From an optimization exercise on the open Yosys and OpenROAD flow, aimed at small area, a short achievable clock period and few clock cycles; shortcuts taken in it are not production practice. At most, simulation tests tie the RTL to the original design; equivalence was not proved. Power and IR drop assume default switching activity.

## insertion_sort_engine
module insertion_sort_engine #(
   parameter int DEPTH       = 32,
   parameter int VALUE_WIDTH = 16
) (
   input  logic                          clock,
   input  logic                          reset,
   input  logic                          start,
   output logic                          busy,
   input  logic signed [VALUE_WIDTH-1:0] req_value,
   input  logic                          req_last,
   output logic                          rsp_strobe,
   output logic signed [VALUE_WIDTH-1:0] rsp_value_res,
   output logic                          rsp_last_res,
   output logic                          rsp_dropped
);
export LEC_CHECK = 0
export ABC_AREA = 1
export CAP_MARGIN = 20
export CORE_MARGIN = 2
export CORE_UTILIZATION = 60
export CTS_BUF_LIST = sky130_fd_sc_hd__clkbuf_16
export CTS_CLUSTER_DIAMETER = 80
export CTS_CLUSTER_SIZE = 24
export SETUP_SLACK_MARGIN = 2.45
export SLEW_MARGIN = 20
create_clock -name core_clock -period 4.5 [get_ports {clock}]
run.sh (not shown) runs the stock make flow with config.mk's settings and CLKGATE_MAP_FILE= SYNTH_SCRIPT=/design/flow/synth_recipe.tcl, a recipe that flattens the netlist after the stock synthesis.
The first run went through all stages and came out clean.
Testbench counts at the start, summed over its fixed seeds: cycles 6,595.
Change:
Settings changed: ABC_AREA 1 to not set, CORE_UTILIZATION 60 to 65, SETUP_SLACK_MARGIN 2.45 to 2.2.
Effect: The new run produced a clean layout; wire length grows by 1.6%; synthesized cell count fell by 15%; worst setup slack is worse by 0.22 ns; die area is lower by 5.5%; register-to-register slack got worse by 0.22 ns.
Change:
Settings changed: CORE_UTILIZATION 65 to 60, SETUP_SLACK_MARGIN 2.2 to 2.3.
Die area is higher by about 8%; worst hold slack gets better by 0.011 ns; utilization is lower by 3.9 points; non-clock buffer count is higher by 22; worst setup slack gets better by 0.046 ns; flip-flop and latch count does not change; area after synthesis is unchanged; clock power is higher by about 2%; via count is higher by about 1.5%; wire length is higher by 6.5%.

========
Another version of the RTL of insertion_sort_engine (not shown whole).
For scale: ~670 flip-flops, about 40 I/O pins.
## insertion_sort_engine
module insertion_sort_engine #(
   parameter int DEPTH       = 32,
   parameter int VALUE_WIDTH = 16
) (
   input  logic                          clock,
   input  logic                          reset,
   input  logic                          start,
   output logic                          busy,
   input  logic signed [VALUE_WIDTH-1:0] req_value,
   input  logic                          req_last,
   output logic                          rsp_strobe,
   output logic signed [VALUE_WIDTH-1:0] rsp_value_res,
   output logic                          rsp_last_res,
   output logic                          rsp_dropped
);
Settings: LEC_CHECK=0, CAP_MARGIN=20, CORE_MARGIN=2, CORE_UTILIZATION=40, CTS_BUF_LIST=sky130_fd_sc_hd__clkbuf_16, CTS_CLUSTER_DIAMETER=80, CTS_CLUSTER_SIZE=24, SETUP_SLACK_MARGIN=2.5, SLEW_MARGIN=20; clock period 4.5 ns.
The baseline passed the timing, DRC and antenna checks.
Edit:
- SETUP_SLACK_MARGIN: 2.5 -> 2.3
Die area does not change.
Area after synthesis stays the same.
Sequential share of layout area came out higher by 1.9 points.
Design area came out lower by 5.5%.
Core utilization came out lower by 2.6 points.
Sequential cell count is unchanged.
Global-route usage came out lower by 1.2 points.
No functional check of the RTL was part of any run of this note.

========
Setup of lane 1:
insertion_sort_engine, a different RTL version from the one above (not shown whole).
Size: about 670 flip-flops, about 40 I/O pins, about 34000 um^2 of cells after synthesis.
==> flow/design.v (excerpt) <==
module insertion_sort_engine #(
   parameter int DEPTH       = 32,
   parameter int VALUE_WIDTH = 16
) (
   input  logic                          clock,
   input  logic                          reset,
   input  logic                          start,
   output logic                          busy,
   input  logic signed [VALUE_WIDTH-1:0] req_value,
   input  logic                          req_last,
   output logic                          rsp_strobe,
   output logic signed [VALUE_WIDTH-1:0] rsp_value_res,
   output logic                          rsp_last_res,
   output logic                          rsp_dropped
);
   logic signed [VALUE_WIDTH-1:0] value_w [DEPTH];
   logic [1:0]                    state_w [DEPTH];
   logic [1:0]                    state_next_w [DEPTH];
   logic signed [VALUE_WIDTH-1:0] value_next_w [DEPTH];
   logic [DEPTH-1:0]              c_w;
   logic [DEPTH-1:0]              stay_w;
   logic                          nx_valid_ff;
   logic signed [VALUE_WIDTH-1:0] nx_value_ff;
   logic                          nx_last_ff;
   logic                          in_valid_ff;
   logic signed [VALUE_WIDTH-1:0] in_value_ff;
   logic          insert_ff;                 
   logic          close_ff;                  
   logic [5:0]    count_ff;                  
   logic          full;
   logic          full_next;
   logic          par_ff;                    
   logic          ovf_open_ff;               
  ...
Settings: LEC_CHECK=0, ABC_AREA=1, CAP_MARGIN=20, CORE_MARGIN=2, CORE_UTILIZATION=55, CTS_BUF_LIST=sky130_fd_sc_hd__clkbuf_16, CTS_CLUSTER_DIAMETER=80, CTS_CLUSTER_SIZE=24, PLACE_DENSITY=0.65, SETUP_SLACK_MARGIN=2.5, SLEW_MARGIN=20; clock period 4.5 ns.
Testbench counts of lane 1, summed over its fixed seeds: cycles 6,587.
What lane 2 does differently from lane 1 at the input level:
Settings: swapping 55 for 60 in CORE_UTILIZATION; clearing PLACE_DENSITY, which used to be 0.65.
==> flow/flow/run.sh (new file) <==
#!/bin/bash
# the standard layout, with one change: synthesis maps the logic with ABC for area
# (flow/abc_area.script: map -a) instead of ORFS's area script. registers are mapped before
# ABC runs, so they come out as in the standard synthesis.
set -euo pipefail
W=$PWD
# ORFS's scripts, with the ABC area script replaced
rm -rf "$W/scripts"
cp -r "$FLOW_HOME/scripts" "$W/scripts"
cp "$W/flow/abc_area.script" "$W/scripts/abc_area.script"
bash "$W/standard.sh" SCRIPTS_DIR="$W/scripts" finish > "$W/standard.log" 2>&1
==> flow/flow/abc_area.script (new file) <==
strash
dch
map -a
topo
stime -c
buffer -c
upsize -c
dnsize -c
==> flow/standard.sh (new file) <==
#!/bin/bash
# synth_recipe.tcl (not shown) runs the flow's synth.tcl, then flattens the netlist and writes it again
# the make line also repeats each setting of config.mk as NAME=value (left out here)
make -C /OpenROAD-flow-scripts/flow DESIGN_CONFIG=/design/flow/config.mk WORK_HOME=/design/flow/orfs CLKGATE_MAP_FILE= SYNTH_SCRIPT=/design/flow/synth_recipe.tcl "${@:-finish}"
removed: flow/run.sh
Results
- Lane 1 and lane 2 ended up with nearly the same via count of the first global-routing pass.
- A dominant combinational cell family by area after synthesis of simple AND/OR/NAND/NOR gates is what lane 1 shows, while compound AO/OA/AOI/OAI gates belongs to lane 2.
- Delta (lane 2 minus lane 1): clock network fraction of design power down 8.1 points, total die area down 15%, sequential power up 24%.
[inputs] lane 3 vs lane 2
Settings: CORE_UTILIZATION: 60 -> 50; PLACE_DENSITY: unset -> 0.75.
==> flow/run.sh (new file) <==
#!/bin/bash
# synth_recipe.tcl (not shown) runs the flow's synth.tcl, then flattens the netlist and writes it again
# the make line also repeats each setting of config.mk as NAME=value (left out here)
make -C /OpenROAD-flow-scripts/flow DESIGN_CONFIG=/design/flow/config.mk WORK_HOME=/design/flow/orfs CLKGATE_MAP_FILE= SYNTH_SCRIPT=/design/flow/synth_recipe.tcl finish
removed: flow/flow/run.sh
removed: flow/flow/abc_area.script
removed: flow/standard.sh
==> comparison <==
For leakage power figure, dividing the value from lane 3 by the value from lane 2 gives 1.16.
In lane 3 the fraction of the mapped netlist area in simple logic gates turned out 14 points higher than in lane 2.
In lane 3, the fraction of area in registers came out 0.43 points below the value in lane 2.
Lane 3 vs lane 2, instance count: lane 3 higher
simple AND/OR/NAND/NOR gates as the main combinational cell family by area after synthesis was reported by lane 3, and compound AO/OA/AOI/OAI gates by lane 2.
Comparing clock skew for lane 3 and lane 2, the bigger number came from lane 3.
A most common library cell in the layout ignoring fill and taps of sky130_fd_sc_hd__nand2_1 is what lane 3 shows, while sky130_fd_sc_hd__dfxtp_1 belongs to lane 2.
diff inputs: lane 3 => lane 4
Settings: CORE_UTILIZATION: 50 -> 60; CTS_CLUSTER_SIZE: 24 -> 20; PLACE_DENSITY: 0.75 -> unset; CTS_CLUSTER_DIAMETER: 80 -> 60.
## What came out
Taking lane 3 as the reference, in lane 4 cell area reported after detailed placement shows a reduction of about 0.36%; final cell count shows a reduction of about 1%; total chip power shows an increase of 0.83 mW.
Lane 4 reports its master of the slowest instance on the critical path as sky130_fd_sc_hd__dfxtp_4 while lane 3 reports sky130_fd_sc_hd__dfxtp_2.
Inputs modified between lane 4 and lane 5:
Settings: swapping 2.5 for 2.45 in SETUP_SLACK_MARGIN; swapping 20 for 24 in CTS_CLUSTER_SIZE; swapping 60 for 80 in CTS_CLUSTER_DIAMETER.
Between lane 4 and lane 5, the time the worst path needs with I/O delays and setup figures differ only marginally.
According to the power report, total power for lane 5 is lower than for lane 4.
Delta (lane 5 minus lane 4): maximum count of clock buffers along a single path stayed essentially flat, area taken by flip-flops and latches essentially unchanged.
Share of final-layout standard cells stronger than drive strength 1: lane 5 < lane 4
Comparing lane 5 against lane 4, there is no change at all in synthesized netlist cell count.

========
Setup of P:
Another version of the RTL of insertion_sort_engine (not shown whole).
Size: ~5,000 cells after synthesis, about 40 I/O pins.
export LEC_CHECK = 0
export ABC_AREA = 1
export CAP_MARGIN = 20
export CORE_MARGIN = 2
export CORE_UTILIZATION = 60
export CTS_BUF_LIST = sky130_fd_sc_hd__clkbuf_16
export CTS_CLUSTER_DIAMETER = 80
export CTS_CLUSTER_SIZE = 24
export SETUP_SLACK_MARGIN = 2.6
export SLEW_MARGIN = 20
create_clock -name core_clock -period 4.5 [get_ports {clock}]
Stock flow here: none of the scripts above is used.
Testbench counts of P, summed over its fixed seeds: cycles 6,595.
### P -> Q
- changing SETUP_SLACK_MARGIN from 2.6 to 2.45
Notes after the runs:
Q closes out successfully: all stages finished, all timing, DRC and antenna checks passed. Looking at total detailed-routing wirelength, Q sits 2.7% below P. When the final numbers for Q and P were put side by side, the net total in the final layout turned out to be smaller in Q. Diff P -> Q | logic gate share of total power | decrease of 0.5 points. As far as clock buffer count from CTS goes, Q and P are indistinguishable; the numbers are identical. Number of signal-net buffers in the layout, Q vs P: down by more than 10%.
#### Input delta (R over Q)
- CORE_UTILIZATION: 60 -> 70
- ABC_AREA: 1 -> unset
- SETUP_SLACK_MARGIN: 2.45 -> 2.3
[compare] base=Q new=R: number of detailed-routing iterations run before antenna repair now larger; post-route core utilization has increased; share of post-route cells with drive strength above 1 went up by 2.4 points.
Run comparison: Q launching element of the worst setup path g_cell[0].u_cell.value_ff[14]; R launching element of the worst setup path nx_value_ff[0]
What S does differently from R at the input level:
- changing CORE_UTILIZATION from 70 to 60
Notes after the runs:
- Clock buffer and inverter area fraction after layout (lower): R
- [S] number of clock buffers in the layout rose 1 relative to R
- The lower antenna cell count came out of R.
- Sort S and R by sequential share of layout area asc -> top: S
- Looking at worst hold slack across both flows, S is the weaker of the two, with R ahead.
- [compare] base=R new=S: global-route wire length before repair went up 5700 um, switching power share of the total now smaller, final wirelength shows an increase of 4200 um, area of placed instances went up by 0.49%.

========
The RTL this note starts from:
==> flow/design.v <==
package ise_pkg;
   typedef struct packed {
      logic insert;    
      logic close;     
   } cell_ctrl_type;
endpackage
module ise_cell #(
   parameter int VALUE_WIDTH = 16
) (
   input  logic                          clock,
   input  logic                          reset,
   input  ise_pkg::cell_ctrl_type        ctrl,
   input  logic signed [VALUE_WIDTH-1:0] new_value,
   input  logic                          new_par,
   input  logic                          new_c,
   input  logic signed [VALUE_WIDTH-1:0] next_value,
   input  logic signed [VALUE_WIDTH-1:0] right_value,
   input  logic                          right_valid,
   input  logic                          right_open,
   input  logic                          right_par,
   input  logic                          right_c,
   input  logic                          right_stay,
   output logic signed [VALUE_WIDTH-1:0] value,
   output logic                          valid,
   output logic                          open,
   output logic                          par,
   output logic                          c,
   output logic                          stay
);
   function automatic logic greater(input logic [VALUE_WIDTH-1:0] a, input logic [VALUE_WIDTH-1:0] b);
      logic [VALUE_WIDTH-1:0] g, e;
      g = {~a[VALUE_WIDTH-1] & b[VALUE_WIDTH-1], a[VALUE_WIDTH-2:0] & ~b[VALUE_WIDTH-2:0]};
      e = ~(a ^ b);
      for (int w = 1; w < VALUE_WIDTH; w = w * 2) begin
         for (int k = 0; k + w < VALUE_WIDTH; k = k + 2 * w) begin
            g[k] = g[k + w] | (e[k + w] & g[k]);
            e[k] = e[k + w] & e[k];
         end
      end
      greater = g[0];
   endfunction
   logic signed [VALUE_WIDTH-1:0] value_ff, value_in;
   logic                          valid_ff, valid_in;
   logic                          open_ff, open_in;
   logic                          par_ff, par_in;
   logic                          g_ff, g_in;
   assign stay  = valid_ff && open_ff && (!ctrl.insert || g_ff);
   assign c     = greater(value_ff, next_value);
   assign value = value_ff;
   assign valid = valid_ff;
   assign open  = open_ff;
   assign par   = par_ff;
   always_comb begin
      value_in = value_ff;
      valid_in = valid_ff;
      open_in  = open_ff;
      par_in   = par_ff;
      g_in     = c;
      if (!stay) begin
         if (right_stay) begin
            value_in = new_value;
            valid_in = ctrl.insert;
            open_in  = 1'b1;
            par_in   = new_par;
            g_in     = new_c;
         end else begin
            value_in = right_value;
            valid_in = right_valid;
            open_in  = right_open;
            par_in   = right_par;
            g_in     = right_c;
         end
      end
      if (ctrl.close) begin
         open_in = 1'b0;
      end
   end
   always_ff @(posedge clock) begin
      value_ff <= value_in;
      open_ff  <= open_in;
      par_ff   <= par_in;
      g_ff     <= g_in;
      if (reset) begin
         valid_ff <= 1'b0;
      end else begin
         valid_ff <= valid_in;
      end
   end
endmodule
module insertion_sort_engine #(
   parameter int DEPTH       = 32,
   parameter int VALUE_WIDTH = 16
) (
   input  logic                          clock,
   input  logic                          reset,
   input  logic                          start,
   output logic                          busy,
   input  logic signed [VALUE_WIDTH-1:0] req_value,
   input  logic                          req_last,
   output logic                          rsp_strobe,
   output logic signed [VALUE_WIDTH-1:0] rsp_value_res,
   output logic                          rsp_last_res,
   output logic                          rsp_dropped
);
   logic signed [VALUE_WIDTH-1:0] value_w [DEPTH];
   logic [DEPTH-1:0]              valid_w;
   logic [DEPTH-1:0]              open_w;
   logic [DEPTH-1:0]              par_w;
   logic [DEPTH-1:0]              c_w;
   logic [DEPTH-1:0]              stay_w;
   logic                          nx_valid_ff;
   logic signed [VALUE_WIDTH-1:0] nx_value_ff;
   logic                          nx_last_ff;
   logic                          in_valid_ff;
   logic signed [VALUE_WIDTH-1:0] in_value_ff;
   logic          insert_ff;                 
   logic          close_ff;                  
   logic [$clog2(DEPTH+1)-1:0] count_ff;     
   logic          full_next;
   logic          par_ff;                    
   logic          ovf_open_ff;               
   logic          ovf_head_ff;               
   logic          full;
   logic          head_out;
   logic          head_last;
   logic          new_c;
   ise_pkg::cell_ctrl_type ctrl;
   assign full      = count_ff == DEPTH;
   assign full_next = !ctrl.close && (full || (count_ff == DEPTH - 1 && ctrl.insert));
   assign head_out  = valid_w[0] && !open_w[0];
   assign head_last = !valid_w[1] || open_w[1] || (par_w[1] != par_w[0]);
   assign new_c = greater(in_value_ff, nx_value_ff);
   assign ctrl.insert = insert_ff;
   assign ctrl.close  = close_ff;
   function automatic logic greater(input logic [VALUE_WIDTH-1:0] a, input logic [VALUE_WIDTH-1:0] b);
      logic [VALUE_WIDTH-1:0] g, e;
      g = {~a[VALUE_WIDTH-1] & b[VALUE_WIDTH-1], a[VALUE_WIDTH-2:0] & ~b[VALUE_WIDTH-2:0]};
      e = ~(a ^ b);
      for (int w = 1; w < VALUE_WIDTH; w = w * 2) begin
         for (int k = 0; k + w < VALUE_WIDTH; k = k + 2 * w) begin
            g[k] = g[k + w] | (e[k + w] & g[k]);
            e[k] = e[k + w] & e[k];
         end
      end
      greater = g[0];
   endfunction
   for (genvar i = 0; i < DEPTH; i++) begin : g_cell
      logic signed [VALUE_WIDTH-1:0] right_value;
      logic                          right_valid;
      logic                          right_open;
      logic                          right_par;
      logic                          right_c;
      logic                          right_stay;
      if (i == DEPTH - 1) begin : g_tail
         assign right_value = '0;
         assign right_valid = 1'b0;
         assign right_open  = 1'b0;
         assign right_par   = 1'b0;
         assign right_c     = 1'b0;
         assign right_stay  = 1'b1;
      end else begin : g_inner
         assign right_value = value_w[i+1];
         assign right_valid = valid_w[i+1];
         assign right_open  = open_w[i+1];
         assign right_par   = par_w[i+1];
         assign right_c     = c_w[i+1];
         assign right_stay  = stay_w[i+1];
      end
      ise_cell #(
         .VALUE_WIDTH (VALUE_WIDTH)
      ) u_cell (
         .clock       (clock),
         .reset       (reset),
         .ctrl        (ctrl),
         .new_value   (in_value_ff),
         .new_par     (par_ff),
         .new_c       (new_c),
         .next_value  (nx_value_ff),
         .right_value (right_value),
         .right_valid (right_valid),
         .right_open  (right_open),
         .right_par   (right_par),
         .right_c     (right_c),
         .right_stay  (right_stay),
         .value       (value_w[i]),
         .valid       (valid_w[i]),
         .open        (open_w[i]),
         .par         (par_w[i]),
         .c           (c_w[i]),
         .stay        (stay_w[i])
      );
   end
   always_ff @(posedge clock) begin
      nx_value_ff <= req_value;
      nx_last_ff  <= req_last;
      in_value_ff <= nx_value_ff;
      if (reset) begin
         nx_valid_ff <= 1'b0;
         in_valid_ff <= 1'b0;
         insert_ff   <= 1'b0;
         close_ff    <= 1'b0;
         count_ff    <= '0;
         par_ff      <= 1'b0;
         ovf_open_ff <= 1'b0;
         ovf_head_ff <= 1'b0;
      end else begin
         nx_valid_ff <= start;
         in_valid_ff <= nx_valid_ff;
         insert_ff   <= nx_valid_ff && !full_next;
         close_ff    <= nx_valid_ff && nx_last_ff;
         if (ctrl.close) begin
            count_ff <= '0;
         end else if (ctrl.insert) begin
            count_ff <= count_ff + 1'b1;
         end
         if (ctrl.close) begin
            par_ff      <= !par_ff;
            ovf_open_ff <= 1'b0;
         end else if (in_valid_ff && full) begin
            ovf_open_ff <= 1'b1;
         end
         if (ctrl.close && (ovf_open_ff || full)) begin
            ovf_head_ff <= 1'b1;
         end else if (head_out && head_last) begin
            ovf_head_ff <= 1'b0;
         end
      end
   end
   assign busy          = 1'b0;
   assign rsp_strobe    = head_out;
   assign rsp_value_res = value_w[0];
   assign rsp_last_res  = head_last;
   assign rsp_dropped   = ovf_head_ff;
endmodule
make LEC_CHECK=0 CAP_MARGIN=20 CORE_MARGIN=2 CORE_UTILIZATION=40 SETUP_SLACK_MARGIN=3.0 SLEW_MARGIN=20 finish   # period 4.5 ns
The baseline finished clean.
Then changed:
--- a/flow/config.mk
+++ b/flow/config.mk
@@ -11 +10,0 @@
-export SETUP_SLACK_MARGIN = 3.0
Result:
- The new run finished with timing, DRC and antenna clean
- setup slack is worse by 0.41 ns
- routed wire length went down by 29%
- maximum frequency falls by 14%
- die area stays the same
- worst hold slack got worse by 0.013 ns
- critical path depth decreases by 3
- utilization shrinks by 16 points
- cell count shrinks by 11%
- sequential share of layout area rose by 12 points
No run of this note included a check of the RTL's function; only the layout flow was run.

re-timing with driven ports:
The results above use ideal ports. As a check the final layouts listed here were re-extracted and re-timed, cells and wires unchanged. Step 1, drivers: a clkbuf_16 drives clock and a buf_2 each remaining input, both assumed. Step 2 also shifts input and output timing later by t, the mid clock arrival at the registers, as if the neighbouring blocks saw the same clock. Three values: ideal ports, drivers, drivers and shift; two values: the first two.
| run | shift t [ns] | setup slack, ns | worst setup path after step 2 | clock arrival spread, ns | worst register clock-pin slew, ns |
|---|---|---|---|---|---|
| the first run of note 1 | 0.655 | 2.438 / 2.381 / 2.243 | input to register | 0.025 / 0.025 | 0.10 / 0.10 |
| the second run of note 1 | 0.650 | 2.217 / 2.217 / 2.217 | register to register | 0.028 / 0.028 | 0.10 / 0.10 |
| the third run of note 1 | 0.651 | 2.263 / 2.257 / 2.261 | input to register | 0.020 / 0.021 | 0.10 / 0.10 |
| the first run of note 2 | 0.669 | 2.277 / 2.277 / 2.086 | input to register | 0.034 / 0.035 | 0.11 / 0.11 |
| the second run of note 2 | 0.670 | 2.242 / 2.242 / 2.106 | input to register | 0.039 / 0.040 | 0.11 / 0.11 |
| lane 1 | 0.680 | 2.500 / 2.430 / 2.043 | input to register | 0.029 / 0.029 | 0.10 / 0.10 |
| lane 2 | 0.671 | 2.353 / 2.353 / 1.999 | input to register | 0.025 / 0.025 | 0.10 / 0.10 |
| lane 3 | 0.661 | 2.472 / 2.407 / 1.956 | input to register | 0.029 / 0.028 | 0.11 / 0.11 |
| lane 4 | 0.687 | 2.464 / 2.401 / 2.010 | input to register | 0.019 / 0.018 | 0.09 / 0.09 |
| lane 5 | 0.669 | 2.464 / 2.399 / 1.968 | input to register | 0.026 / 0.026 | 0.10 / 0.10 |
| P | 0.670 | 2.384 / 2.321 / 2.180 | input to register | 0.024 / 0.024 | 0.10 / 0.10 |
| Q | 0.671 | 2.388 / 2.322 / 2.148 | input to register | 0.027 / 0.027 | 0.10 / 0.10 |
| R | 0.651 | 1.858 / 1.858 / 1.858 | register to register | 0.026 / 0.026 | 0.10 / 0.10 |
| S | 0.661 | 1.999 / 1.999 / 1.999 | register to register | 0.026 / 0.025 | 0.10 / 0.10 |
| the first run of note 5 | 0.716 | 1.914 / 1.914 / 1.914 | register to register | 0.041 / 0.041 | 0.07 / 0.07 |
| the second run of note 5 | 0.699 | 1.508 / 1.508 / 1.508 | register to register | 0.026 / 0.025 | 0.06 / 0.06 |
After both steps setup and hold are still met in every run listed. The setup slack of lane 3, which loses most, moves by -0.065 ns with the drivers and by -0.516 ns with both steps.
